From an optimization exercise on the open Yosys and OpenROAD flow, aimed at small area; shortcuts taken in it are not production practice.
At most, simulation tests tie the RTL to the original design; equivalence was not proved.
Only the layout flow was run in run 1; the RTL was not checked for function there.
Power is estimated from default activity; no workload was simulated.

===== flow/design.v =====
`timescale 1ns/100ps
package rob_pkg;
    localparam int ROB_DEPTH  = 16;
    localparam int ROB_IDX_W  = 4;
    localparam int ROB_PTR_W  = 5;
    localparam int ARCH_REG_W = 5;
    localparam int PHYS_REG_W = 6;
    localparam int XLEN       = 32;
    localparam int ORDER_W    = 64;
    localparam int DISP_W     = 3*XLEN + 3*ARCH_REG_W + PHYS_REG_W + 1;
    typedef enum logic [6:0] {
        op_lui   = 7'b0110111,
        op_auipc = 7'b0010111,
        op_jal   = 7'b1101111,
        op_jalr  = 7'b1100111,
        op_br    = 7'b1100011,
        op_load  = 7'b0000011,
        op_store = 7'b0100011,
        op_imm   = 7'b0010011,
        op_reg   = 7'b0110011
    } rv_opcode_e;
endpackage
`timescale 1ns/100ps
import rob_pkg::*;
module rob_dispatch_decode (
    input  logic [rob_pkg::XLEN-1:0]       inst,
    input  logic [rob_pkg::XLEN-1:0]       pc_rdata,
    input  logic [rob_pkg::XLEN-1:0]       pc_wdata,
    input  logic [rob_pkg::ARCH_REG_W-1:0] rd_addr,
    input  logic [rob_pkg::ARCH_REG_W-1:0] rs1_addr,
    input  logic [rob_pkg::ARCH_REG_W-1:0] rs2_addr,
    input  logic [rob_pkg::PHYS_REG_W-1:0] pd,
    input  logic                           regf_we,
    output logic [rob_pkg::DISP_W-1:0]     fields
);
    logic [6:0] opcode;
    logic       no_rd;
    logic       no_rs1;
    logic       no_rs2;
    assign opcode = inst[6:0];
    always_comb begin
        no_rd  = 1'b0;
        no_rs1 = 1'b0;
        no_rs2 = 1'b0;
        case (opcode)
            op_store, op_br: no_rd = 1'b1;
            op_lui, op_auipc, op_jal: begin
                no_rs1 = 1'b1;
                no_rs2 = 1'b1;
            end
            op_imm, op_load, op_jalr: no_rs2 = 1'b1;
            default: ;
        endcase
    end
    assign fields = {inst, pc_rdata, pc_wdata,
                     no_rd  ? 5'd0 : rd_addr,
                     no_rs1 ? 5'd0 : rs1_addr,
                     no_rs2 ? 5'd0 : rs2_addr,
                     pd, regf_we};
endmodule
`timescale 1ns/100ps
import rob_pkg::*;
module rob_ptr_ctrl (
    input  logic    clk,
    input  logic    rst,
    input  logic    dispatch_valid,
    output logic    dispatch_ready,
    input  logic    retire,
    input  logic    flush,
    output logic    alloc,
    output logic    empty,
    output logic [rob_pkg::ROB_IDX_W-1:0] alloc_idx,
    output logic [rob_pkg::ROB_IDX_W-1:0] head_idx,
    output logic [rob_pkg::ROB_DEPTH-1:0] head_sel
);
    logic [ROB_PTR_W-1:0] head;
    logic [ROB_PTR_W-1:0] tail;
    logic [ROB_PTR_W-1:0] head_next;
    logic                 full;
    assign full  = (head[ROB_IDX_W-1:0] == tail[ROB_IDX_W-1:0])
                && (head[ROB_IDX_W] != tail[ROB_IDX_W]);
    assign empty = (head == tail);
    assign dispatch_ready = !full && !flush;
    assign alloc     = dispatch_valid && dispatch_ready;
    assign alloc_idx = tail[ROB_IDX_W-1:0];
    assign head_idx  = head[ROB_IDX_W-1:0];
    assign head_next = head + ROB_PTR_W'(retire);
    always_ff @(posedge clk) begin
        if (rst) begin
            head_sel <= ROB_DEPTH'(1);
        end else if (retire) begin
            head_sel <= {head_sel[ROB_DEPTH-2:0], head_sel[ROB_DEPTH-1]};
        end
    end
    always_ff @(posedge clk) begin
        if (rst) begin
            head <= '0;
            tail <= '0;
        end else begin
            head <= head_next;
            if (flush) begin
                tail <= head_next;
            end else if (alloc) begin
                tail <= tail + 1'b1;
            end
        end
    end
endmodule
`timescale 1ns/100ps
import rob_pkg::*;
module rob_o22 (
    input  logic a_n,
    input  logic sa_n,
    input  logic b_n,
    input  logic sb_n,
    output logic y
);
    assign y = ~((a_n | sa_n) & (b_n | sb_n));
endmodule
module rob_a222 (
    input  logic a,
    input  logic sa,
    input  logic b,
    input  logic sb,
    input  logic c,
    input  logic sc,
    output logic y_n
);
    assign y_n = ~((a & sa) | (b & sb) | (c & sc));
endmodule
module rob_nor2 (
    input  logic a,
    input  logic b,
    output logic y
);
    assign y = ~(a | b);
endmodule
module rob_nand2 (
    input  logic a,
    input  logic b,
    output logic y
);
    assign y = ~(a & b);
endmodule
module rob_nand3 (
    input  logic a,
    input  logic b,
    input  logic c,
    output logic y
);
    assign y = ~(a & b & c);
endmodule
module rob_nand4 (
    input  logic a,
    input  logic b,
    input  logic c,
    input  logic d,
    output logic y
);
    assign y = ~(a & b & c & d);
endmodule
module rob_nand4b (
    input  logic a,
    input  logic b,
    input  logic c,
    input  logic d,
    output logic y
);
    assign y = ~(~a & b & c & d);
endmodule
module rob_rd16 (
    input  logic [15:0] d,
    input  logic [15:0] s,
    output logic        y
);
    logic [5:0] n;
    logic       x;
    for (genvar k = 0; k < 5; k++) begin : g_n
        rob_a222 u_a222 (
            .a (d[3*k]),   .sa(s[3*k]),
            .b (d[3*k+1]), .sb(s[3*k+1]),
            .c (d[3*k+2]), .sc(s[3*k+2]),
            .y_n(n[k])
        );
    end
    rob_nand2  u_n5 (.a(d[15]), .b(s[15]), .y(n[5]));
    rob_nand3  u_x  (.a(n[0]), .b(n[1]), .c(n[2]), .y(x));
    rob_nand4b u_y  (.a(x), .b(n[3]), .c(n[4]), .d(n[5]), .y(y));
endmodule
module rob_rd16n (
    input  logic [15:0] d_n,
    input  logic [15:0] s_n,
    output logic        y
);
    logic [7:0] p;
    logic [3:0] q;
    for (genvar k = 0; k < 8; k++) begin : g_p
        rob_o22 u_o22 (
            .a_n (d_n[2*k]),
            .sa_n(s_n[2*k]),
            .b_n (d_n[2*k+1]),
            .sb_n(s_n[2*k+1]),
            .y   (p[k])
        );
    end
    for (genvar k = 0; k < 4; k++) begin : g_q
        rob_nor2 u_nor2 (.a(p[2*k]), .b(p[2*k+1]), .y(q[k]));
    end
    rob_nand4 u_y (.a(q[0]), .b(q[1]), .c(q[2]), .d(q[3]), .y(y));
endmodule
module rob_hold (
    input  logic d,
    input  logic we,
    input  logic q,
    input  logic we_n,
    output logic y
);
    assign y = (d & we) | (q & we_n);
endmodule
module rob_hold_n (
    input  logic we,
    input  logic q_n,
    input  logic d_n,
    output logic y_n
);
    assign y_n = (we | q_n) & d_n;
endmodule
module rob_res_d (
    input  logic a,
    input  logic sa,
    input  logic m,
    input  logic sm,
    input  logic b,
    input  logic sb,
    output logic y_n
);
    assign y_n = ~((a & sa) | (m & sm) | (b & sb));
endmodule
module rob_entry_store (
    input  logic                clk,
    input  logic                rst,
    input  logic [rob_pkg::DISP_W-1:0]    new_fields,
    input  logic                alu_valid,
    input  logic [rob_pkg::ROB_IDX_W-1:0] alu_idx,
    input  logic [rob_pkg::XLEN-1:0]      alu_rd_wdata,
    input  logic                mem_valid,
    input  logic [rob_pkg::ROB_IDX_W-1:0] mem_idx,
    input  logic [rob_pkg::XLEN-1:0]      mem_rd_wdata,
    input  logic                br_valid,
    input  logic [rob_pkg::ROB_IDX_W-1:0] br_idx,
    input  logic [rob_pkg::XLEN-1:0]      br_rd_wdata,
    input  logic                alloc,
    input  logic [rob_pkg::ROB_IDX_W-1:0] alloc_idx,
    input  logic [rob_pkg::ROB_DEPTH-1:0] head_sel,
    output logic [rob_pkg::DISP_W-1:0]    head_fields,
    output logic [rob_pkg::XLEN-1:0]      head_result,
    output logic                          head_done
);
    logic [ROB_DEPTH-1:0][DISP_W-1:0] fields;
    logic [ROB_DEPTH-1:0][XLEN-1:0]   result_n;
    logic [ROB_DEPTH-1:0][XLEN-1:0]   result_d_n;
    logic [ROB_DEPTH-1:0]             done;
    logic [ROB_DEPTH-1:0]             head_sel_n;
    logic [ROB_DEPTH-1:0]             alloc_sel;
    logic [ROB_DEPTH-1:0]             alloc_sel_n;
    logic [ROB_DEPTH-1:0][DISP_W-1:0] fields_d;
    logic [ROB_DEPTH-1:0][XLEN-1:0]   result_nd;
    logic [ROB_DEPTH-1:0]             alu_sel;
    logic [ROB_DEPTH-1:0]             mem_sel;
    logic [ROB_DEPTH-1:0]             br_sel;
    logic [ROB_DEPTH-1:0]             comp_sel;
    always_comb begin
        for (int i = 0; i < ROB_DEPTH; i++) begin
            alloc_sel[i]  = alloc && alloc_idx == ROB_IDX_W'(i);
            alu_sel[i]    = alu_valid && alu_idx == ROB_IDX_W'(i);
            mem_sel[i]    = mem_valid && mem_idx == ROB_IDX_W'(i);
            br_sel[i]     = br_valid && br_idx == ROB_IDX_W'(i);
        end
    end
    assign comp_sel    = alu_sel | mem_sel | br_sel;
    assign alloc_sel_n = ~alloc_sel;
    assign head_sel_n = ~head_sel;
    for (genvar i = 0; i < ROB_DEPTH; i++) begin : g_slot
        for (genvar b = 0; b < XLEN; b++) begin : g_res
            rob_res_d u_res_d (
                .a  (alu_rd_wdata[b]),
                .sa (alu_sel[i]),
                .m  (mem_rd_wdata[b]),
                .sm (mem_sel[i]),
                .b  (br_rd_wdata[b]),
                .sb (br_sel[i]),
                .y_n(result_d_n[i][b])
            );
            rob_hold_n u_hold (
                .we (comp_sel[i]),
                .q_n(result_n[i][b]),
                .d_n(result_d_n[i][b]),
                .y_n(result_nd[i][b])
            );
        end
        for (genvar b = 0; b < DISP_W; b++) begin : g_fld
            rob_hold u_hold (
                .d   (new_fields[b]),
                .we  (alloc_sel[i]),
                .q   (fields[i][b]),
                .we_n(alloc_sel_n[i]),
                .y   (fields_d[i][b])
            );
        end
    end
    always_ff @(posedge clk) begin
        fields   <= fields_d;
        result_n <= result_nd;
    end
    always_ff @(posedge clk) begin
        if (rst) begin
            done <= '0;
        end else begin
            done <= comp_sel | (done & ~alloc_sel);
        end
    end
    for (genvar b = 0; b < DISP_W; b++) begin : g_rd_fields
        logic [ROB_DEPTH-1:0] col;
        for (genvar i = 0; i < ROB_DEPTH; i++) begin : g_col
            assign col[i] = fields[i][b];
        end
        rob_rd16 u_rd (.d(col), .s(head_sel), .y(head_fields[b]));
    end
    for (genvar b = 0; b < XLEN; b++) begin : g_rd_result
        logic [ROB_DEPTH-1:0] col_n;
        for (genvar i = 0; i < ROB_DEPTH; i++) begin : g_col
            assign col_n[i] = result_n[i][b];
        end
        rob_rd16n u_rd (.d_n(col_n), .s_n(head_sel_n), .y(head_result[b]));
    end
    assign head_done = |(done & head_sel);
endmodule
`timescale 1ns/100ps
import rob_pkg::*;
module rob_cnt_bit (
    input  logic q,
    input  logic t,
    input  logic rst,
    output logic d
);
    assign d = ~(rst | ~(q ^ t));
endmodule
module rob_and2 (
    input  logic a,
    input  logic b,
    output logic y
);
    assign y = a & b;
endmodule
module rob_and3 (
    input  logic a,
    input  logic b,
    input  logic c,
    output logic y
);
    assign y = a & b & c;
endmodule
module rob_and4 (
    input  logic a,
    input  logic b,
    input  logic c,
    input  logic d,
    output logic y
);
    assign y = a & b & c & d;
endmodule
module rob_order_cnt (
    input  logic                        clk,
    input  logic                        rst,
    input  logic                        inc,
    output logic [rob_pkg::ORDER_W-1:0] order
);
    localparam int NG = rob_pkg::ORDER_W / 4;
    logic [NG:0]                  gc;
    logic [NG-1:0]                ga;
    logic [rob_pkg::ORDER_W-1:0]  t;
    logic [rob_pkg::ORDER_W-1:0]  d;
    assign gc[0] = inc;
    for (genvar g = 0; g < NG; g++) begin : g_grp
        assign t[4*g] = gc[g];
        rob_and2 u_t1 (.a(gc[g]), .b(order[4*g]), .y(t[4*g+1]));
        rob_and3 u_t2 (.a(gc[g]), .b(order[4*g]), .c(order[4*g+1]), .y(t[4*g+2]));
        rob_and4 u_t3 (.a(gc[g]), .b(order[4*g]), .c(order[4*g+1]), .d(order[4*g+2]),
                       .y(t[4*g+3]));
        rob_and4 u_ga (.a(order[4*g]), .b(order[4*g+1]), .c(order[4*g+2]), .d(order[4*g+3]),
                       .y(ga[g]));
        rob_and2 u_gc (.a(gc[g]), .b(ga[g]), .y(gc[g+1]));
    end
    for (genvar i = 0; i < rob_pkg::ORDER_W; i++) begin : g_bit
        rob_cnt_bit u_bit (.q(order[i]), .t(t[i]), .rst(rst), .d(d[i]));
    end
    always_ff @(posedge clk) begin
        order <= d;
    end
endmodule
module rob_commit (
    input  logic                           clk,
    input  logic                           rst,
    input  logic                           empty,
    input  logic [rob_pkg::ROB_IDX_W-1:0]  head_idx,
    input  logic [rob_pkg::DISP_W-1:0]     head_fields,
    input  logic [rob_pkg::XLEN-1:0]       head_result,
    input  logic                           head_done,
    input  logic                           br_valid,
    input  logic [rob_pkg::ROB_IDX_W-1:0]  br_idx,
    input  logic                           br_taken,
    input  logic [rob_pkg::XLEN-1:0]       br_target,
    output logic                           retire,
    output logic                           flush,
    output logic                           commit_valid,
    output logic [rob_pkg::ORDER_W-1:0]    commit_order,
    output logic [rob_pkg::XLEN-1:0]       commit_inst,
    output logic [rob_pkg::XLEN-1:0]       commit_pc_rdata,
    output logic [rob_pkg::XLEN-1:0]       commit_pc_wdata,
    output logic [rob_pkg::ARCH_REG_W-1:0] commit_rd_addr,
    output logic [rob_pkg::ARCH_REG_W-1:0] commit_rs1_addr,
    output logic [rob_pkg::ARCH_REG_W-1:0] commit_rs2_addr,
    output logic [rob_pkg::PHYS_REG_W-1:0] commit_pd,
    output logic                           commit_regf_we,
    output logic [rob_pkg::XLEN-1:0]       commit_rd_wdata,
    output logic                           redirect_valid,
    output logic [rob_pkg::XLEN-1:0]       redirect_addr
);
    logic [ORDER_W-1:0] order_q;
    logic                 tk_valid;
    logic [ROB_IDX_W-1:0] tk_idx;
    logic [XLEN-1:0]      tk_addr;
    logic                 tk_older;
    logic                 tk_hit;
    logic                 tk_we;
    logic                 tk_we_n;
    logic [ROB_IDX_W-1:0] tk_idx_d;
    logic [XLEN-1:0]      tk_addr_d;
    logic [XLEN-1:0]      pc_wdata;
    assign retire = !empty && head_done;
    assign tk_hit = tk_valid && (tk_idx == head_idx);
    assign flush  = retire && tk_hit;
    assign tk_older = ROB_IDX_W'(br_idx - head_idx) < ROB_IDX_W'(tk_idx - head_idx);
    always_ff @(posedge clk) begin
        if (rst) begin
            tk_valid <= 1'b0;
        end else if (flush) begin
            tk_valid <= 1'b0;
        end else if (tk_we) begin
            tk_valid <= 1'b1;
        end
    end
    assign tk_we   = !flush && br_valid && br_taken && (!tk_valid || tk_older);
    assign tk_we_n = !tk_we;
    for (genvar b = 0; b < ROB_IDX_W; b++) begin : g_tk_idx
        rob_hold u_hold (.d(br_idx[b]), .we(tk_we), .q(tk_idx[b]), .we_n(tk_we_n),
                         .y(tk_idx_d[b]));
    end
    for (genvar b = 0; b < XLEN; b++) begin : g_tk_addr
        rob_hold u_hold (.d(br_target[b]), .we(tk_we), .q(tk_addr[b]), .we_n(tk_we_n),
                         .y(tk_addr_d[b]));
    end
    always_ff @(posedge clk) begin
        tk_idx  <= tk_idx_d;
        tk_addr <= tk_addr_d;
    end
    assign {commit_inst, commit_pc_rdata, pc_wdata,
            commit_rd_addr, commit_rs1_addr, commit_rs2_addr,
            commit_pd, commit_regf_we} = head_fields;
    assign commit_valid    = retire;
    assign commit_order    = order_q;
    assign commit_pc_wdata = tk_hit ? tk_addr : pc_wdata;
    assign commit_rd_wdata = head_result;
    assign redirect_valid = flush;
    assign redirect_addr  = tk_addr;
    rob_order_cnt u_order (
        .clk  (clk),
        .rst  (rst),
        .inc  (retire),
        .order(order_q)
    );
endmodule
`timescale 1ns/100ps
import rob_pkg::*;
module rob_top (
    input  logic                           clk,
    input  logic                           rst,
    input  logic                           dispatch_valid,
    input  logic [rob_pkg::XLEN-1:0]       dispatch_inst,
    input  logic [rob_pkg::XLEN-1:0]       dispatch_pc_rdata,
    input  logic [rob_pkg::XLEN-1:0]       dispatch_pc_wdata,
    input  logic [rob_pkg::ARCH_REG_W-1:0] dispatch_rd_addr,
    input  logic [rob_pkg::ARCH_REG_W-1:0] dispatch_rs1_addr,
    input  logic [rob_pkg::ARCH_REG_W-1:0] dispatch_rs2_addr,
    input  logic [rob_pkg::PHYS_REG_W-1:0] dispatch_pd,
    input  logic                           dispatch_regf_we,
    output logic                           dispatch_ready,
    output logic [rob_pkg::ROB_IDX_W-1:0]  dispatch_idx,
    input  logic                           alu_valid,
    input  logic [rob_pkg::ROB_IDX_W-1:0]  alu_idx,
    input  logic [rob_pkg::XLEN-1:0]       alu_rd_wdata,
    input  logic                           mem_valid,
    input  logic [rob_pkg::ROB_IDX_W-1:0]  mem_idx,
    input  logic [rob_pkg::XLEN-1:0]       mem_rd_wdata,
    input  logic                           br_valid,
    input  logic [rob_pkg::ROB_IDX_W-1:0]  br_idx,
    input  logic [rob_pkg::XLEN-1:0]       br_rd_wdata,
    input  logic                           br_taken,
    input  logic [rob_pkg::XLEN-1:0]       br_target,
    output logic                           commit_valid,
    output logic [rob_pkg::ORDER_W-1:0]    commit_order,
    output logic [rob_pkg::XLEN-1:0]       commit_inst,
    output logic [rob_pkg::XLEN-1:0]       commit_pc_rdata,
    output logic [rob_pkg::XLEN-1:0]       commit_pc_wdata,
    output logic [rob_pkg::ARCH_REG_W-1:0] commit_rd_addr,
    output logic [rob_pkg::ARCH_REG_W-1:0] commit_rs1_addr,
    output logic [rob_pkg::ARCH_REG_W-1:0] commit_rs2_addr,
    output logic [rob_pkg::PHYS_REG_W-1:0] commit_pd,
    output logic                           commit_regf_we,
    output logic [rob_pkg::XLEN-1:0]       commit_rd_wdata,
    output logic                           redirect_valid,
    output logic [rob_pkg::XLEN-1:0]       redirect_addr
);
    logic [DISP_W-1:0]    new_fields;
    logic [DISP_W-1:0]    head_fields;
    logic [XLEN-1:0]      head_result;
    logic                 head_done;
    logic                 alloc;
    logic                 empty;
    logic [ROB_IDX_W-1:0] alloc_idx;
    logic [ROB_IDX_W-1:0] head_idx;
    logic [ROB_DEPTH-1:0] head_sel;
    logic                 retire;
    logic                 flush;
    assign dispatch_idx = alloc_idx;
    rob_dispatch_decode u_decode (
        .inst     (dispatch_inst),
        .pc_rdata (dispatch_pc_rdata),
        .pc_wdata (dispatch_pc_wdata),
        .rd_addr  (dispatch_rd_addr),
        .rs1_addr (dispatch_rs1_addr),
        .rs2_addr (dispatch_rs2_addr),
        .pd       (dispatch_pd),
        .regf_we  (dispatch_regf_we),
        .fields   (new_fields)
    );
    rob_ptr_ctrl u_ptr_ctrl (
        .clk            (clk),
        .rst            (rst),
        .dispatch_valid (dispatch_valid),
        .dispatch_ready (dispatch_ready),
        .retire         (retire),
        .flush          (flush),
        .alloc          (alloc),
        .empty          (empty),
        .alloc_idx      (alloc_idx),
        .head_idx       (head_idx),
        .head_sel       (head_sel)
    );
    rob_entry_store u_entry_store (
        .clk           (clk),
        .rst           (rst),
        .new_fields    (new_fields),
        .alu_valid     (alu_valid),
        .alu_idx       (alu_idx),
        .alu_rd_wdata  (alu_rd_wdata),
        .mem_valid     (mem_valid),
        .mem_idx       (mem_idx),
        .mem_rd_wdata  (mem_rd_wdata),
        .br_valid      (br_valid),
        .br_idx        (br_idx),
        .br_rd_wdata   (br_rd_wdata),
        .alloc         (alloc),
        .alloc_idx     (alloc_idx),
        .head_sel      (head_sel),
        .head_fields   (head_fields),
        .head_result   (head_result),
        .head_done     (head_done)
    );
    rob_commit u_commit (
        .clk             (clk),
        .rst             (rst),
        .empty           (empty),
        .head_idx        (head_idx),
        .head_fields     (head_fields),
        .head_result     (head_result),
        .head_done       (head_done),
        .br_valid        (br_valid),
        .br_idx          (br_idx),
        .br_taken        (br_taken),
        .br_target       (br_target),
        .retire          (retire),
        .flush           (flush),
        .commit_valid    (commit_valid),
        .commit_order    (commit_order),
        .commit_inst     (commit_inst),
        .commit_pc_rdata (commit_pc_rdata),
        .commit_pc_wdata (commit_pc_wdata),
        .commit_rd_addr  (commit_rd_addr),
        .commit_rs1_addr (commit_rs1_addr),
        .commit_rs2_addr (commit_rs2_addr),
        .commit_pd       (commit_pd),
        .commit_regf_we  (commit_regf_we),
        .commit_rd_wdata (commit_rd_wdata),
        .redirect_valid  (redirect_valid),
        .redirect_addr   (redirect_addr)
    );
endmodule

===== flow/flow/run.sh =====
#!/bin/bash
# Standard layout with two changes: the port buffers are the smallest
# buffer cell, and clock tree synthesis clusters sinks without dummy loads.
set -uo pipefail
bash standard.sh \
  BUFFER_PORTS_ARGS="-buffer_cell sky130_fd_sc_hd__buf_1" \
  CTS_ARGS="-sink_clustering_enable -repair_clock_nets -buf_list sky130_fd_sc_hd__clkbuf_16 -sink_clustering_size 25 -sink_clustering_max_diameter 100 -dont_use_dummy_load" \
  finish > standard.log 2>&1

===== flow/standard.sh =====
#!/bin/bash
# synth_recipe.tcl (not shown) runs the flow's synth.tcl, then flattens the netlist and writes it again
# the make line also repeats each setting of config.mk as NAME=value (left out here)
make -C /OpenROAD-flow-scripts/flow DESIGN_CONFIG=/design/flow/config.mk WORK_HOME=/design/flow/orfs CLKGATE_MAP_FILE= SYNTH_SCRIPT=/design/flow/synth_recipe.tcl "${@:-finish}"

===== flow/config.mk =====
export PLATFORM = sky130hd
export DESIGN_NAME = rob_top
export DESIGN_NICKNAME = rob_top
export VERILOG_FILES = /design/flow/design.v
export SDC_FILE = /design/flow/constraint.sdc
export NUM_CORES = 8
export LEC_CHECK = 0
export CAP_MARGIN = 20
export CORE_MARGIN = 2
export CORE_UTILIZATION = 40
export CTS_BUF_LIST = sky130_fd_sc_hd__clkbuf_16
export CTS_CLUSTER_DIAMETER = 100
export CTS_CLUSTER_SIZE = 25
export PLACE_DENSITY = 0.6
export SLEW_MARGIN = 20
export SYNTH_HIERARCHICAL = 1

===== flow/constraint.sdc =====
create_clock -name core_clock -period 7.0 [get_ports {clk}]
set_input_delay 1.4000 -clock core_clock [delete_from_list [all_inputs] [get_ports {clk}]]
set_output_delay 1.4000 -clock core_clock [all_outputs]
set_load 0.01 [all_outputs]

==> results of run 1 <==
[sequential cells by signal, summed over array words and instances, names as in the netlist]
signal / cells
u_entry_store.fields: 1888
u_entry_store.result_n: 512
u_commit.u_order.order: 64
u_commit.tk_addr: 32
u_entry_store.done: 16
u_ptr_ctrl.head_sel: 16
u_ptr_ctrl.head: 5
u_ptr_ctrl.tail: 5
u_commit.tk_idx: 4
u_commit.tk_valid: 1
[worst max-delay path, cell delays in order (launching register included)]
cell and delay (ns):
dfxtp_4 0.78, buf_4 0.88, buf_4 0.85, a222oi_1 0.15, nand4b_1 0.47, mux2_4 0.24, buf_1 0.15
[worst min path at each step]
stage / start / endpoint / slack (ns) / cells past startpoint
floorplan: u_entry_store.result_n[100] / u_entry_store.result_n[100] / 0.44 / 1
detailed placement: u_entry_store.fields[1418] / u_entry_store.fields[1418] / 0.45 / 1
global route: u_entry_store.result_n[212] / u_entry_store.result_n[212] / 0.48 / 1
CTS: u_entry_store.result_n[376] / u_entry_store.result_n[376] / 0.47 / 1
finish: u_entry_store.result_n[376] / u_entry_store.result_n[376] / 0.47 / 1
global placement: u_entry_store.result_n[436] / u_entry_store.result_n[436] / 0.45 / 1
[per-stage QoR]
| stage | utilization, % | instances | setup TNS (ns) |
|---|---|---|---|
| after floorplan | - | 7728 | -1548.37 |
| after global placement | 42.5 | 11200 | 0 |
| after detailed placement | 42.5 | 11200 | 0 |
| after CTS | 43.8 | 11300 | 0 |
| after global routing | 43.8 | 11300 | 0 |
| final | 43.8 | 11300 | 0 |
[per-module statistics from Yosys, one instance, submodules excluded, excerpt]
module | area (um2) | flip-flops and latches | cells inside | copies in the design
rob_a222 | 10.0 | 0 | 1 | 590
rob_and2 | 6.26 | 0 | 1 | 31
rob_and3 | 6.26 | 0 | 1 | 16
rob_commit | 2540 | 37 | 236 | 1
rob_dispatch_decode | 948 | 0 | 128 | 1
rob_entry_store | 49600 | 2416 | 2657 | 1
rob_hold_n | 7.51 | 0 | 1 | 512
rob_nand2 | 3.75 | 0 | 1 | 118
rob_nand4 | 6.26 | 0 | 1 | 32
rob_nand4b | 8.76 | 0 | 1 | 118
rob_o22 | 6.26 | 0 | 1 | 256
rob_order_cnt | 1280 | 64 | 64 | 1
[per-layer routing]
layer / vias up / track usage (%) / wire length [um] / part of all wire, %
li1: 34300 / - / - / -
met1: 42300 / 42.7 / 158000 / 39
met2: 6918 / 45.8 / 169000 / 42
met3: 1072 / 9.65 / 54700 / 14
met4: 66 / 15.1 / 19500 / 4.9
met5: - / 0.449 / 464 / 0.12
[power groups by stage]
stage	combinational (mW)	sequential [mW]	clock, mW
finish	4.16	17.9	7.65
global route	4.37	18.1	8.21
CTS	4.04	17.8	7.70
detailed placement	4.03	18.1	0
global placement	3.89	18.0	0
floorplan	3.00	17.8	0
[logic make-up (layout without fill, tap and decap cells)]
kind of cell	Yosys count	in the layout	synth area share, %
XOR/XNOR	79	79	0.768
other	0	45	0
flip-flops	2543	2543	54.7
adder cells (fa/ha/maj)	14	14	0.204
multiplexers	48	48	0.680
AO/OA/AOI/OAI	3875	3875	36.4
buffers and inverters	314	829	2.26
AND/OR/NAND/NOR	855	855	4.98
[layout make-up]
type / instances / area, um2 / share of cell area, %
Antenna cell: 45 / 113 / 0.111
Clock buffer: 117 / 2930 / 2.88
Inverter: 68 / 335 / 0.330
Multi-Input combinational cell: 4871 / 40400 / 39.7
Sequential cell: 2543 / 51000 / 50.1
Tap cell: 3043 / 3810 / 3.74
Timing Repair Buffer: 644 / 3140 / 3.09
[cell usage in the layout (no fill, tap or decap), types with 5 or more instances in the layout]
cell and count:
xnor2_1 73, nand2_8 6, clkbuf_16 117, nor2_2 22
and2_1 36, diode_2 45, o21ai_0 19, nand3b_1 6
nand4b_1 120, inv_1 16, and4_1 31, nand2_1 152
nor3_1 5, nor2_1 220, nand4_1 34, nand3_1 135
inv_2 36, nand2b_1 7, a22oi_1 9, inv_6 16
mux2_4 30, buf_1 515, buf_4 107, a31oi_1 13
dfxtp_4 16, nor2b_1 10, buf_12 19, a22o_1 1928
mux2i_1 16, ha_1 12, a21oi_1 6, and3_1 21
dfxtp_1 2527, nor3b_2 11, o21a_1 512, a222oi_1 1102
o22ai_1 256, nor2_4 9
==> results.sh, run 1 <==
export IMPL_num_vias=84600
export IMPL_cp_start_kind="flip-flop"
export IMPL_ys_seq_area_share_pct=54.7
export IMPL_switching_share_pct=27.0
export IMPL_synth_cell_types=69
export IMPL_cts_tree="built"
export IMPL_rsz0062_at_grt="no"
export IMPL_grt_start_max_net_pins=122
export IMPL_reg2reg_to="u_commit.u_order.order[63]"
export IMPL_synth_area_leaders="dfxtp_1 55%, a22o_1 18%, a222oi_1 12%"
export IMPL_synthArstFlopShare_pct=0
export IMPL_drtIter0Drc=18600
export IMPL_p_clk_share_pct=25.8
export IMPL_root_buffer="clkbuf_16"
export IMPL_hold_ws_ns=0.469
export IMPL_r2r_cells=21
export IMPL_detail_route_antenna_nets=0
export IMPL_max_cap_violations=0
export IMPL_area_growth_pct=9.27
export IMPL_grt_pass1_wl_um=567000
export IMPL_final_setup_skew_ns=0.153
export IMPL_place_area_um2=98600
export IMPL_ys_warn_count=11
export IMPL_power_mw=29.7
export IMPL_cts_htree_levels=3
export IMPL_io_pins=518
export IMPL_clkTransAtPathRegs_ns=0.09
export IMPL_die_area_um2=237000
export IMPL_critPathCaptureType="output pin"
export IMPL_design_area_um2=102000
export IMPL_grt_usage_pct=31.6
export IMPL_drt_wirelength_per_cell_um=35.4
export IMPL_syn_area_per_cell_um2=12.0
export IMPL_reg2reg_setup_slack_ns=1.44
export IMPL_synth_commonest_cells="2543 x dfxtp_1, 1928 x a22o_1, 1102 x a222oi_1"
export IMPL_rows=177
export IMPL_synth_edf_count=0
export IMPL_pwr_density_cell_nw_per_um2=292
export IMPL_max_slew_margin_pct=14.6
export IMPL_port_buffers=517
export IMPL_peakVddDrop_v=0.000212
export IMPL_max_freq_ghz=0.172
export IMPL_drive_gt1_share_pct=5.13
export IMPL_dpl_hpwl_um=200000
export IMPL_status="finished clean"
export IMPL_synth_most_common_cell="dfxtp_1"
export IMPL_syn_nets=8007
export IMPL_critPathCapture="commit_pc_wdata[12]"
export IMPL_startpoint="u_ptr_ctrl.head_sel[10]"
export IMPL_regToRegStartpoint="u_ptr_ctrl.head_sel[0]"
export IMPL_internal_power_mw=21.7
export IMPL_post_synth_top_area_fraction_pct=54.7
export IMPL_leakagePower_nw=36.8
export IMPL_drc=0
export IMPL_finalSetupViolCount=0
export IMPL_floorplan_initialDensity_pct=40.1
export IMPL_firstDrtPassIters=15
export IMPL_grt_overflow_total=0
export IMPL_syn_cell_area_um2=93100
export IMPL_layout_setup_ws_ns=1.18
export IMPL_dp_worst_setup_slack_ns=1.58
export IMPL_coreArea_um2=232000
export IMPL_timing_final_crit_share_pct=83.1
export IMPL_p_comb_share_pct=14.0
export IMPL_criticalPathCategory="reg -> out"
export IMPL_antenna_found_initial=83
export IMPL_fill_cells=21500
export IMPL_synth_ff_type="dfxtp_1"
export IMPL_cp_required_ns=5.60
export IMPL_crit_arrival_ns=4.42
export IMPL_ys_ff_latch=2543
export IMPL_clock_latency_ns=0.86
export IMPL_clock_path_buffers=3
export IMPL_clock_sinks=2543
export IMPL_globalplace_congestion=0.904
export IMPL_synth_top_area_cell="dfxtp_1"
export IMPL_hp_class="reg -> reg"
export IMPL_cp_max_fo=47
export IMPL_p_switching_mw=8.03
export IMPL_tightest_slew_ns=1.28
export IMPL_cts_resized=0
export IMPL_report_final_slew_viol_count=0
export IMPL_nNetsFinal=8524
export IMPL_fin_crit_ns=5.82
export IMPL_viasPerCell=7.47
export IMPL_grt_pass1_vias=80100
export IMPL_seqPwrFrac_pct=60.2
export IMPL_cts_setup_buffers=0
export IMPL_hold_viol=0
export IMPL_die_w_um=486
export IMPL_die_y_um=486
export IMPL_ctsHoldBuffers=0
export IMPL_cts_made_buffers=117
export IMPL_synthCells=7728
export IMPL_wl_um=401000
==> run 2, diff against run 1 <==
--- a/flow/design.v
+++ b/flow/design.v
@@ -432,6 +432,7 @@
     logic [XLEN-1:0]      tk_addr;
     logic                 tk_older;
     logic                 tk_hit;
+    logic                 tk_hit_n;
     logic                 tk_we;
     logic                 tk_we_n;
     logic [ROB_IDX_W-1:0] tk_idx_d;
@@ -469,7 +470,11 @@
             commit_pd, commit_regf_we} = head_fields;
     assign commit_valid    = retire;
     assign commit_order    = order_q;
-    assign commit_pc_wdata = tk_hit ? tk_addr : pc_wdata;
+    assign tk_hit_n = !tk_hit;
+    for (genvar b = 0; b < XLEN; b++) begin : g_pc_wdata
+        rob_hold u_sel (.d(tk_addr[b]), .we(tk_hit), .q(pc_wdata[b]), .we_n(tk_hit_n),
+                        .y(commit_pc_wdata[b]));
+    end
     assign commit_rd_wdata = head_result;
     assign redirect_valid = flush;
     assign redirect_addr  = tk_addr;
==> results.sh, run 2 <==
export IMPL_ys_seq_area_share_pct=54.8
export IMPL_final_cell_mix="2527 x dfxtp_1, 1960 x a22o_1, 1102 x a222oi_1"
export IMPL_rows=176
export IMPL_drc=0
export IMPL_hold_viol=0
export IMPL_r2r_cells=21
export IMPL_cts_made_buffers=117
export IMPL_synth_area_leaders="dfxtp_1 55%, a22o_1 18%, a222oi_1 12%"
export IMPL_syn_nets=8006
export IMPL_coreArea_um2=230000
export IMPL_cts_setup_buffers=0
export IMPL_fill_cells=21200
export IMPL_dpl_hpwl_um=205000
export IMPL_ys_ff_latch=2543
export IMPL_clock_path_buffers=3
export IMPL_reg2reg_to="u_commit.u_order.order[63]"
export IMPL_rsz0062_at_grt="no"
export IMPL_clkTransAtPathRegs_ns=0.10
export IMPL_critPathCapture="u_commit.u_order.order[63]"
export IMPL_final_setup_skew_ns=0.125
export IMPL_firstDrtPassIters=15
export IMPL_top_register="u_entry_store.fields"
export IMPL_max_freq_ghz=0.174
export IMPL_synth_ff_type="dfxtp_1"
export IMPL_reg2reg_setup_slack_ns=1.26
export IMPL_viasPerCell=7.54
export IMPL_die_w_um=486
export IMPL_cts_tree="built"
export IMPL_finalSetupViolCount=0
export IMPL_synthArstFlopShare_pct=0
export IMPL_area_growth_pct=9.52
export IMPL_max_slew_margin_pct=11.8
export IMPL_clock_latency_ns=0.85
export IMPL_regToRegStartpoint="u_ptr_ctrl.head_sel[5]"
export IMPL_wl_um=406000
export IMPL_grt_usage_pct=32.2
export IMPL_synth_edf_count=0
export IMPL_final_common_cell="dfxtp_1"
export IMPL_largest_reg_flops=1888
export IMPL_status="finished clean"
export IMPL_grt_overflow_total=0
export IMPL_floorplan_initialDensity_pct=40.3
export IMPL_synth_commonest_cells="2543 x dfxtp_1, 1960 x a22o_1, 1102 x a222oi_1"
export IMPL_design_area_um2=102000
export IMPL_layout_setup_ws_ns=1.26
export IMPL_synthCells=7727
export IMPL_grt_pass1_vias=81900
export IMPL_fin_crit_ns=5.74
export IMPL_pwr_density_cell_nw_per_um2=293
export IMPL_die_y_um=486
export IMPL_top_regs="u_entry_store.fields x1888, u_entry_store.result_n x512, u_commit.u_order.order x64"
export IMPL_antenna_found_initial=92
export IMPL_globalplace_congestion=0.894
export IMPL_p_switching_mw=8.10
export IMPL_synth_most_common_cell="dfxtp_1"
export IMPL_syn_cell_area_um2=92800
export IMPL_synth_cell_types=65
export IMPL_post_synth_top_area_fraction_pct=54.8
export IMPL_detail_route_antenna_nets=0
export IMPL_cts_resized=0
export IMPL_dp_worst_setup_slack_ns=1.28
export IMPL_die_area_um2=236000
export IMPL_num_vias=85500
export IMPL_leakagePower_nw=36.8
export IMPL_report_final_slew_viol_count=0
export IMPL_drive_gt1_share_pct=4.90
export IMPL_port_buffers=517
export IMPL_drt_wirelength_per_cell_um=35.8
export IMPL_io_pins=518
export IMPL_cts_htree_levels=3
export IMPL_ys_warn_count=11
export IMPL_crit_arrival_ns=6.41
export IMPL_switching_share_pct=27.2
export IMPL_grt_pass1_wl_um=576000
export IMPL_drtIter0Drc=18700
export IMPL_startpoint="u_ptr_ctrl.head_sel[5]"
export IMPL_peakVddDrop_v=0.000268
export IMPL_criticalPathCategory="reg -> reg"
export IMPL_synth_top_area_cell="dfxtp_1"
export IMPL_p_comb_share_pct=14.1
export IMPL_cp_max_fo=62
export IMPL_root_buffer="clkbuf_16"
export IMPL_place_area_um2=98500
export IMPL_tightest_slew_ns=1.32
export IMPL_timing_final_crit_share_pct=82.0
export IMPL_p_clk_share_pct=25.8
export IMPL_internal_power_mw=21.6
export IMPL_syn_area_per_cell_um2=12.0
export IMPL_seqPwrFrac_pct=60.0
export IMPL_clock_sinks=2543
export IMPL_hp_class="reg -> reg"
export IMPL_max_cap_violations=0
export IMPL_nNetsFinal=8541
export IMPL_grt_start_max_net_pins=120
export IMPL_cp_start_kind="flip-flop"
export IMPL_critPathCaptureType="flip-flop"
export IMPL_power_mw=29.7
export IMPL_cp_required_ns=7.67
export IMPL_ctsHoldBuffers=0
[run 2: changes by cell type in the layout (fill, tap and decap cells not counted), sizes merged, moves of 2 or more]
cell,delta
a22o,+32
mux2,-32
buf,+15
diode,+8
clkinv,+3
inv,-2
nand2,+2
[run 2: power by group through the flow]
stage | clock (mW) | combinational, mW | sequential [mW]
after detailed placement | 0 | 4.06 | 18.1
after CTS | 7.71 | 4.08 | 17.8
after global placement | 0 | 3.93 | 18.0
after global routing | 8.20 | 4.42 | 18.1
final | 7.69 | 4.20 | 17.9
after floorplan | 0 | 2.96 | 17.8
[run 2: kinds of logic (layout without fill, tap and decap cells)]
kind of cell / count (synthesis) / in the layout / synth area share, %
multiplexers: 16 / 16 / 0.173
AO/OA/AOI/OAI: 3906 / 3906 / 36.8
adder cells (fa/ha/maj): 14 / 14 / 0.205
flip-flops: 2543 / 2543 / 54.8
other: 0 / 53 / 0
AND/OR/NAND/NOR: 857 / 857 / 5.00
buffers and inverters: 312 / 845 / 2.21
XOR/XNOR: 79 / 79 / 0.762
[run 2: area by class of cell]
| class | instances | area [um2] | area share [%] |
|---|---|---|---|
| Sequential cell | 2543 | 51000 | 50.1 |
| Multi-Input combinational cell | 4872 | 40300 | 39.6 |
| Tap cell | 3026 | 3790 | 3.72 |
| Timing Repair Buffer | 659 | 3240 | 3.19 |
| Clock buffer | 117 | 2930 | 2.88 |
| Inverter | 69 | 343 | 0.337 |
| Antenna cell | 53 | 133 | 0.130 |
[run 2: metal layers]
| layer | global-route usage, % | vias up | part of all wire (%) |
|---|---|---|---|
| met4 | 17.5 | 67 | 5.4 |
| met2 | 47.3 | 7118 | 42 |
| li1 | - | 34300 | - |
| met3 | 9.41 | 1281 | 13 |
| met5 | 0.449 | - | 0.13 |
| met1 | 42.3 | 42700 | 39 |
[run 2: worst max-delay path: stages, from the launching register on]
cell and delay, ns:
dfxtp_4 1.10, a221oi_1 0.22, nand4_1 0.20, nor2b_2 0.22, and2_1 0.23, and2_1 0.24, and2_1 0.23, and2_1 0.24
and2_1 0.24, and2_1 0.24, and2_1 0.24, and2_1 0.24, and2_1 0.23, and2_1 0.23, and2_1 0.22, and2_1 0.22
and2_1 0.23, and2_1 0.22, and2_1 0.22, and4_1 0.23, xnor2_1 0.14, nor2_1 0.05
[run 2: through the flow]
| step | util (%) | cells | setup TNS [ns] | hold WS [ns] |
|---|---|---|---|---|
| 3_3_place_gp | 42.8 | 11200 | 0 | 0.446 |
| 4_1_cts | 44.1 | 11300 | 0 | 0.472 |
| 3_5_place_dp | 42.8 | 11200 | 0 | 0.454 |
| 2_1_floorplan | - | 7727 | -1606.71 | 0.442 |
| 5_1_grt | 44.1 | 11300 | 0 | 0.481 |
| 6_report | 44.1 | 11300 | 0 | 0.470 |
[run 2: how the worst min path moves through the flow]
stage | start | endpoint | depth (start not counted)
2_1_floorplan | u_entry_store.result_n[100] | u_entry_store.result_n[100] | 1
3_3_place_gp | u_entry_store.result_n[111] | u_entry_store.result_n[111] | 1
3_5_place_dp | u_entry_store.result_n[58] | u_entry_store.result_n[58] | 1
4_1_cts | u_entry_store.result_n[155] | u_entry_store.result_n[155] | 1
5_1_grt | u_entry_store.result_n[136] | u_entry_store.result_n[136] | 1
6_report | u_entry_store.result_n[236] | u_entry_store.result_n[236] | 1
[run 2: Yosys stat by module (local to each module, per instance), a selection]
module	flip-flops and latches	cells	area [um2]	copies in the design
rob_ptr_ctrl	26	129	1250	1
rob_commit	37	203	2000	1
rob_nor2	0	1	3.75	128
rob_nand4b	0	1	8.76	118
rob_and3	0	1	6.26	16
rob_cnt_bit	0	2	12.5	64
rob_nand4	0	1	6.26	32
rob_dispatch_decode	0	128	948	1
rob_and2	0	1	6.26	31
rob_a222	0	1	10.0	590
rob_o22	0	1	6.26	256
rob_res_d	0	1	10.0	512
rob_nand3	0	1	5.00	118
rob_and4	0	1	8.76	31
rob_hold	0	1	8.76	1956
==> run 3, diff against run 2 <==
--- a/flow/design.v
+++ b/flow/design.v
@@ -84,14 +84,12 @@
     assign alloc     = dispatch_valid && dispatch_ready;
     assign alloc_idx = tail[ROB_IDX_W-1:0];
     assign head_idx  = head[ROB_IDX_W-1:0];
-    assign head_next = head + ROB_PTR_W'(retire);
-    always_ff @(posedge clk) begin
-        if (rst) begin
-            head_sel <= ROB_DEPTH'(1);
-        end else if (retire) begin
-            head_sel <= {head_sel[ROB_DEPTH-2:0], head_sel[ROB_DEPTH-1]};
+    always_comb begin
+        for (int i = 0; i < ROB_DEPTH; i++) begin
+            head_sel[i] = head_idx == ROB_IDX_W'(i);
         end
     end
+    assign head_next = head + ROB_PTR_W'(retire);
     always_ff @(posedge clk) begin
         if (rst) begin
             head <= '0;
==> results.sh, run 3 <==
export IMPL_status="finished clean"
export IMPL_nNetsFinal=8507
export IMPL_drt_wirelength_per_cell_um=36.4
export IMPL_clock_latency_ns=0.84
export IMPL_post_synth_top_area_fraction_pct=54.7
export IMPL_clock_path_buffers=3
export IMPL_criticalPathCategory="reg -> out"
export IMPL_seq_area_um2=50600
export IMPL_timing_final_crit_share_pct=91.7
export IMPL_tightest_slew_ns=1.30
export IMPL_startpoint="u_ptr_ctrl.head[3]"
export IMPL_synth_ff_type="dfxtp_1"
export IMPL_cts_htree_levels=3
export IMPL_cp_max_fo=57
export IMPL_final_cell_mix="2525 x dfxtp_1, 1960 x a22o_1, 1102 x a222oi_1"
export IMPL_hold_path_startpoint="u_entry_store.result_n[119]"
export IMPL_die_w_um=485
export IMPL_synthArstFlopShare_pct=0
export IMPL_antenna_found_initial=92
export IMPL_syn_cell_area_um2=92400
export IMPL_fin_crit_ns=6.42
export IMPL_largest_reg_flops=1888
export IMPL_synth_top_area_cell="dfxtp_1"
export IMPL_report_final_slew_viol_count=0
export IMPL_root_buffer="clkbuf_16"
export IMPL_cp_start_kind="flip-flop"
export IMPL_firstDrtPassIters=17
export IMPL_fill_cells=21200
export IMPL_max_freq_ghz=0.156
export IMPL_detail_route_antenna_nets=0
export IMPL_final_setup_skew_ns=0.0992
export IMPL_syn_area_per_cell_um2=12.0
export IMPL_die_y_um=485
export IMPL_synth_most_common_cell="dfxtp_1"
export IMPL_viasPerCell=7.54
export IMPL_power_mw=30.0
export IMPL_crit_arrival_ns=5.02
export IMPL_synth_edf_count=0
export IMPL_multi_input_area_um2=40300
export IMPL_globalplace_congestion=0.872
export IMPL_rsz0062_at_grt="no"
export IMPL_hold_ws_ns=0.470
export IMPL_leakagePower_nw=36.7
export IMPL_critPathCaptureType="output pin"
export IMPL_cts_made_buffers=116
export IMPL_ys_warn_count=11
export IMPL_max_slew_margin_pct=13.0
export IMPL_layout_setup_ws_ns=0.581
export IMPL_top_register="u_entry_store.fields"
export IMPL_area_growth_pct=9.77
export IMPL_floorplan_initialDensity_pct=40.2
export IMPL_grt_overflow_total=0
export IMPL_ctsHoldBuffers=0
export IMPL_hold_viol=0
export IMPL_final_common_cell="dfxtp_1"
export IMPL_synth_cell_types=58
export IMPL_synth_area_leaders="dfxtp_1 55%, a22o_1 19%, a222oi_1 12%"
export IMPL_num_vias=85100
export IMPL_clkTransAtPathRegs_ns=0.11
export IMPL_clock_sinks=2527
export IMPL_top_regs="u_entry_store.fields x1888, u_entry_store.result_n x512, u_commit.u_order.order x64"
export IMPL_cts_tree="built"
export IMPL_wl_um=410000
export IMPL_drtIter0Drc=18700
export IMPL_io_pins=518
export IMPL_regToRegStartpoint="u_ptr_ctrl.head[3]"
export IMPL_die_area_um2=235000
export IMPL_finalSetupViolCount=0
export IMPL_cp_required_ns=5.60
export IMPL_grt_usage_pct=32.6
export IMPL_fin_setup_tns_ns=0
export IMPL_ys_ff_latch=2527
export IMPL_dp_worst_setup_slack_ns=0.700
export IMPL_ys_seq_area_share_pct=54.7
export IMPL_peakVddDrop_v=0.000229
export IMPL_drc=0
export IMPL_cts_resized=0
export IMPL_synthCells=7707
export IMPL_grt_pass1_vias=81400
export IMPL_drive_gt1_share_pct=4.85
export IMPL_grt_pass1_wl_um=579000
export IMPL_cts_setup_buffers=0
export IMPL_rows=176
export IMPL_syn_nets=7986
export IMPL_hp_class="reg -> reg"
export IMPL_synth_commonest_cells="2527 x dfxtp_1, 1960 x a22o_1, 1102 x a222oi_1"
export IMPL_port_buffers=517
export IMPL_grt_start_max_net_pins=120
export IMPL_dpl_hpwl_um=195000
export IMPL_pwr_density_cell_nw_per_um2=296
export IMPL_max_cap_violations=0
export IMPL_coreArea_um2=230000
[run 3: cell count changes after synthesis, sizes merged, moves of 4 or more]
cell / delta
xnor2: -4
xor2: +4
mux2i: -16
nand2b: +4
dfxtp: -16
nor3: +5
nor4: +4
[run 3: worst paths after layout]
check | slack (ns) | cells after the start | endpoint
hold reg to reg | 0.47 | 1 | u_entry_store.result_n[119]
hold / removal | 0.47 | 1 | u_entry_store.result_n[119]
setup / recovery | 0.58 | 8 | commit_rd_wdata[22]
setup reg to reg | 0.68 | 24 | u_commit.u_order.order[63]
[run 3: final cells by class]
type                            count  area share, %
Sequential cell                  2527           49.9
Multi-Input combinational cell   4869           39.7
Tap cell                         3026           3.73
Timing Repair Buffer              648           3.36
Clock buffer                      116           2.86
Inverter                           66          0.320
Antenna cell                       39         0.0962
[run 3: worst max-delay path, stage by stage, from the launching register on]
cell	delay, ns
dfxtp_1	0.61
nand2b_1	0.34
nor2_4	0.17
buf_4	0.90
inv_2	0.89
o22ai_1	0.41
nor2_1	0.09
nand4_1	0.51
buf_1	0.24
[run 3: logic make-up after synthesis]
group                      count (synthesis)  synth area share (%)
xor gates and xnor gates                  79                 0.749
adders and majority gates                 14                 0.206
DFF                                     2527                  54.7
AOI/OAI and AO/OA                       3902                  36.9
and+or+nand+nor                          874                  5.13
buffers and inverters                    311                  2.22
[run 3: layer usage]
metal  up-vias  share of wire (%)  track usage [%]
met5         -               0.14                0
met4        86                5.4             17.0
met3      1330                 14             10.5
met2      7149                 42             47.7
met1     42300                 38             42.7
li1      34200                  -                -
[run 3: power by group]
part	total, mW	internal (mW)	switching [mW]
logic	4.36	2.16	2.21
registers	18.0	16.7	1.30
clock network	7.62	2.95	4.67
[run 3: stage by stage]
stage          instances  utilization, %  instance area, um2
5_1_grt            11300            44.1              101000
6_report           11300            44.1              101000
2_1_floorplan       7707               -               92800
3_3_place_gp       11100            42.8               98300
3_5_place_dp       11100            42.8               98300
4_1_cts            11200            44.0              101000
[run 3: per-module statistics from Yosys (local to each module, per instance), excerpt]
module / times used / flip-flops and latches / cells / cell area, um2
rob_and2: 31 / 0 / 1 / 6.26
rob_and3: 16 / 0 / 1 / 6.26
rob_and4: 31 / 0 / 1 / 8.76
rob_cnt_bit: 64 / 0 / 2 / 12.5
rob_commit: 1 / 37 / 203 / 2000
rob_hold_n: 512 / 0 / 1 / 7.51
rob_nand3: 118 / 0 / 1 / 5.00
rob_order_cnt: 1 / 64 / 64 / 1280
rob_ptr_ctrl: 1 / 10 / 109 / 826
==> run 4, diff against run 3 <==
==> flow/flow/run.sh (replaced) <==
#!/bin/bash
# Standard layout with two changes: the port buffers are the smallest
# buffer cell, and clock tree synthesis clusters sinks without dummy loads.
set -uo pipefail
bash standard.sh \
  BUFFER_PORTS_ARGS="-buffer_cell sky130_fd_sc_hd__buf_1" \
  CTS_ARGS="-sink_clustering_enable -repair_clock_nets -buf_list sky130_fd_sc_hd__clkbuf_16 -sink_clustering_size 26 -sink_clustering_max_diameter 120 -dont_use_dummy_load" \
  finish > standard.log 2>&1
--- a/flow/config.mk
+++ b/flow/config.mk
@@ -9,8 +9,8 @@
 export CORE_MARGIN = 2
 export CORE_UTILIZATION = 40
 export CTS_BUF_LIST = sky130_fd_sc_hd__clkbuf_16
-export CTS_CLUSTER_DIAMETER = 100
-export CTS_CLUSTER_SIZE = 25
+export CTS_CLUSTER_DIAMETER = 120
+export CTS_CLUSTER_SIZE = 26
 export PLACE_DENSITY = 0.6
 export SLEW_MARGIN = 20
 export SYNTH_HIERARCHICAL = 1
==> results.sh, run 4 <==
export IMPL_status="finished clean"
export IMPL_root_buffer="clkbuf_16"
export IMPL_io_pins=518
export IMPL_cp_max_fo=60
export IMPL_clock_latency_ns=0.86
export IMPL_max_freq_ghz=0.154
export IMPL_grt_usage_pct=32.6
export IMPL_grt_start_max_net_pins=120
export IMPL_dpl_hpwl_um=195000
export IMPL_final_cell_mix="2525 x dfxtp_1, 1960 x a22o_1, 1102 x a222oi_1"
export IMPL_synthCells=7707
export IMPL_synth_most_common_cell="dfxtp_1"
export IMPL_layout_setup_ws_ns=0.513
export IMPL_clock_sinks=2527
export IMPL_cts_setup_buffers=0
export IMPL_drc=0
export IMPL_fill_cells=21200
export IMPL_tightest_slew_ns=1.33
export IMPL_synth_top_area_cell="dfxtp_1"
export IMPL_hp_class="reg -> reg"
export IMPL_wl_um=410000
export IMPL_firstDrtPassIters=17
export IMPL_num_vias=85200
export IMPL_largest_reg_flops=1888
export IMPL_antenna_found_initial=87
export IMPL_fin_util_pct=44.0
export IMPL_rsz0062_at_grt="no"
export IMPL_top_regs="u_entry_store.fields x1888, u_entry_store.result_n x512, u_commit.u_order.order x64"
export IMPL_area_growth_pct=9.58
export IMPL_port_buffers=517
export IMPL_die_y_um=485
export IMPL_synth_cell_types=58
export IMPL_regToRegStartpoint="u_ptr_ctrl.head[3]"
export IMPL_clock_path_buffers=3
export IMPL_crit_chain="nand2b_1 -> nor2_4 -> buf_6 -> buf_4 -> buf_4 -> a222oi_1 -> nand3_1 -> nand4b_1 -> a22o_1 -> buf_1"
export IMPL_max_cap_violations=0
export IMPL_ys_warn_count=11
export IMPL_synth_commonest_cells="2527 x dfxtp_1, 1960 x a22o_1, 1102 x a222oi_1"
export IMPL_cts_made_buffers=109
export IMPL_ys_ff_latch=2527
export IMPL_startpoint="u_ptr_ctrl.head[1]"
export IMPL_hold_viol=0
export IMPL_report_final_slew_viol_count=0
export IMPL_cts_tree="built"
export IMPL_cp_start_kind="flip-flop"
export IMPL_final_setup_skew_ns=0.107
export IMPL_viasPerCell=7.55
export IMPL_globalplace_congestion=0.872
export IMPL_cp_required_ns=5.60
export IMPL_drive_gt1_share_pct=4.77
export IMPL_critPathCaptureType="output pin"
export IMPL_syn_nets=7986
export IMPL_reg2reg_to="u_commit.u_order.order[62]"
export IMPL_die_w_um=485
export IMPL_post_synth_top_area_fraction_pct=54.7
export IMPL_die_area_um2=235000
export IMPL_cts_htree_levels=3
export IMPL_floorplan_initialDensity_pct=40.2
export IMPL_reg2reg_setup_slack_ns=0.71
export IMPL_critical_path_max_stage_delay_ns=0.70
export IMPL_final_common_cell="dfxtp_1"
export IMPL_top_register="u_entry_store.fields"
export IMPL_drt_wirelength_per_cell_um=36.3
export IMPL_synth_area_leaders="dfxtp_1 55%, a22o_1 19%, a222oi_1 12%"
export IMPL_ctsHoldBuffers=0
export IMPL_grt_overflow_total=0
export IMPL_synth_ff_type="dfxtp_1"
export IMPL_synthArstFlopShare_pct=0
export IMPL_finalSetupViolCount=0
export IMPL_syn_area_per_cell_um2=12.0
export IMPL_dp_worst_setup_slack_ns=0.700
export IMPL_drtIter0Drc=19000
export IMPL_grt_pass1_vias=81200
export IMPL_ys_seq_area_share_pct=54.7
export IMPL_fin_crit_ns=6.49
export IMPL_pwr_density_cell_nw_per_um2=294
export IMPL_crit_arrival_ns=5.09
export IMPL_clkTransAtPathRegs_ns=0.11
export IMPL_r2r_cells=24
export IMPL_timing_final_crit_share_pct=92.7
export IMPL_max_slew_margin_pct=11.5
export IMPL_synth_edf_count=0
export IMPL_leakagePower_nw=36.6
export IMPL_cpMostUsedCell="buf_4"
export IMPL_syn_cell_area_um2=92400
export IMPL_nNetsFinal=8500
export IMPL_critPathCapture="commit_pc_wdata[29]"
export IMPL_rows=176
export IMPL_criticalPathCategory="reg -> out"
export IMPL_cts_resized=0
export IMPL_peakVddDrop_v=0.000247
export IMPL_grt_pass1_wl_um=577000
export IMPL_coreArea_um2=230000
export IMPL_detail_route_antenna_nets=0
export IMPL_slowest_stage="buf_6"
==> run 4: cell counts after synthesis <==
Identical to the previous run, type by type.
==> run 4: per-module statistics from Yosys (local to each module, per instance), excerpt <==
module,flip-flops and latches,cells
rob_entry_store,2416,2657
rob_commit,37,203
rob_order_cnt,64,64
rob_dispatch_decode,0,128
rob_cnt_bit,0,2
rob_a222,0,1
rob_res_d,0,1
rob_hold,0,1
rob_and4,0,1
rob_hold_n,0,1
rob_and3,0,1
rob_o22,0,1
rob_nand4,0,1
rob_and2,0,1
rob_nand3,0,1
rob_nor2,0,1
==> run 4: final cells by class <==
| class | instances | area (um2) | share of cell area [%] |
|---|---|---|---|
| Timing Repair Buffer | 648 | 3410 | 3.37 |
| Inverter | 66 | 325 | 0.321 |
| Multi-Input combinational cell | 4869 | 40300 | 39.8 |
| Tap cell | 3026 | 3790 | 3.74 |
| Clock buffer | 109 | 2730 | 2.69 |
| Antenna cell | 41 | 103 | 0.101 |
| Sequential cell | 2527 | 50600 | 50.0 |
==> run 4: cells by family after synthesis <==
| family | count (synthesis) | synth area share (%) |
|---|---|---|
| AO/OA/AOI/OAI | 3902 | 36.9 |
| XOR/XNOR | 79 | 0.749 |
| adder cells (fa/ha/maj) | 14 | 0.206 |
| buffers and inverters | 311 | 2.22 |
| flip-flops | 2527 | 54.7 |
| AND/OR/NAND/NOR | 874 | 5.13 |
==> run 4: worst min path at each step <==
stage | start | endpoint | depth (start not counted)
2_1_floorplan | u_entry_store.fields[1000] | u_entry_store.fields[1000] | 1
3_3_place_gp | u_entry_store.result_n[62] | u_entry_store.result_n[62] | 1
3_5_place_dp | u_entry_store.fields[1083] | u_entry_store.fields[1083] | 1
4_1_cts | u_entry_store.fields[1278] | u_entry_store.fields[1278] | 1
5_1_grt | u_entry_store.fields[1868] | u_entry_store.fields[1868] | 1
6_report | u_entry_store.fields[1278] | u_entry_store.fields[1278] | 1
==> run 4: through the flow <==
stage / std cells / hold slack (ns) / setup TNS [ns] / total power [mW] / cell area, um2
2_1_floorplan: 7707 / 0.440 / -370.89 / 21.1 / 92800
3_3_place_gp: 11100 / 0.446 / 0 / 22.2 / 98300
3_5_place_dp: 11100 / 0.454 / 0 / 22.5 / 98300
4_1_cts: 11200 / 0.476 / 0 / 29.6 / 101000
5_1_grt: 11300 / 0.488 / 0 / 30.8 / 101000
6_report: 11300 / 0.475 / 0 / 29.8 / 101000
==> run 4: per-layer routing <==
layer	routed length [um]	up-vias	GRT usage, %
li1	-	34200	-
met4	22100	88	17.1
met5	538	-	0.245
met3	55800	1345	10.8
met2	174000	7052	47.6
met1	158000	42400	42.4
==> run 4: critical path, delay by kind of cell (launching register included) <==
| family | cells | cell delay, ns |
|---|---|---|
| simple gates | 4 | 1.10 |
| flops | 1 | 0.58 |
| buf+inv | 4 | 2.03 |
| compound gates | 2 | 0.45 |
==> run 4: where the power goes <==
part           switching, mW  internal, mW
sequential              1.30          16.7
combinational           2.21          2.16
clock                   4.63          2.78
total                   8.14          21.7

what the ideal ports hide:
Ports are ideal in the flow. The routed layouts listed here were re-timed in OpenROAD. Step 1 (the two cells are an assumption about what drives the block):
set clk [get_ports {clk}]
set_driving_cell -lib_cell sky130_fd_sc_hd__clkbuf_16 $clk
set_driving_cell -lib_cell sky130_fd_sc_hd__buf_2 [delete_from_list [all_inputs] $clk]
Step 2 adds t to the input delays and takes it off the output delays; t is the mean of the earliest and latest rising clock arrival at the registers after step 1. Input paths then give back, and output paths get back, about the clock's delay inside the block. a / b / c = ideal / step 1 / step 2; a / b = the first two.
| run | t (ns) | setup WS [ns] | hold WS [ns] | pins driven straight from the clock port |
|---|---|---|---|---|
| run 1 | 0.858 | 1.183 / 1.091 / 1.440 | 0.469 / 0.469 / 0.469 | 1 |
| run 2 | 0.895 | 1.260 / 1.194 / 1.260 | 0.470 / 0.470 / 0.470 | 1 |
| run 3 | 0.894 | 0.581 / 0.490 / 0.677 | 0.470 / 0.470 / 0.470 | 1 |
| run 4 | 0.895 | 0.513 / 0.423 / 0.709 | 0.475 / 0.475 / 0.475 | 1 |
After both steps setup and hold are still met in every run listed.
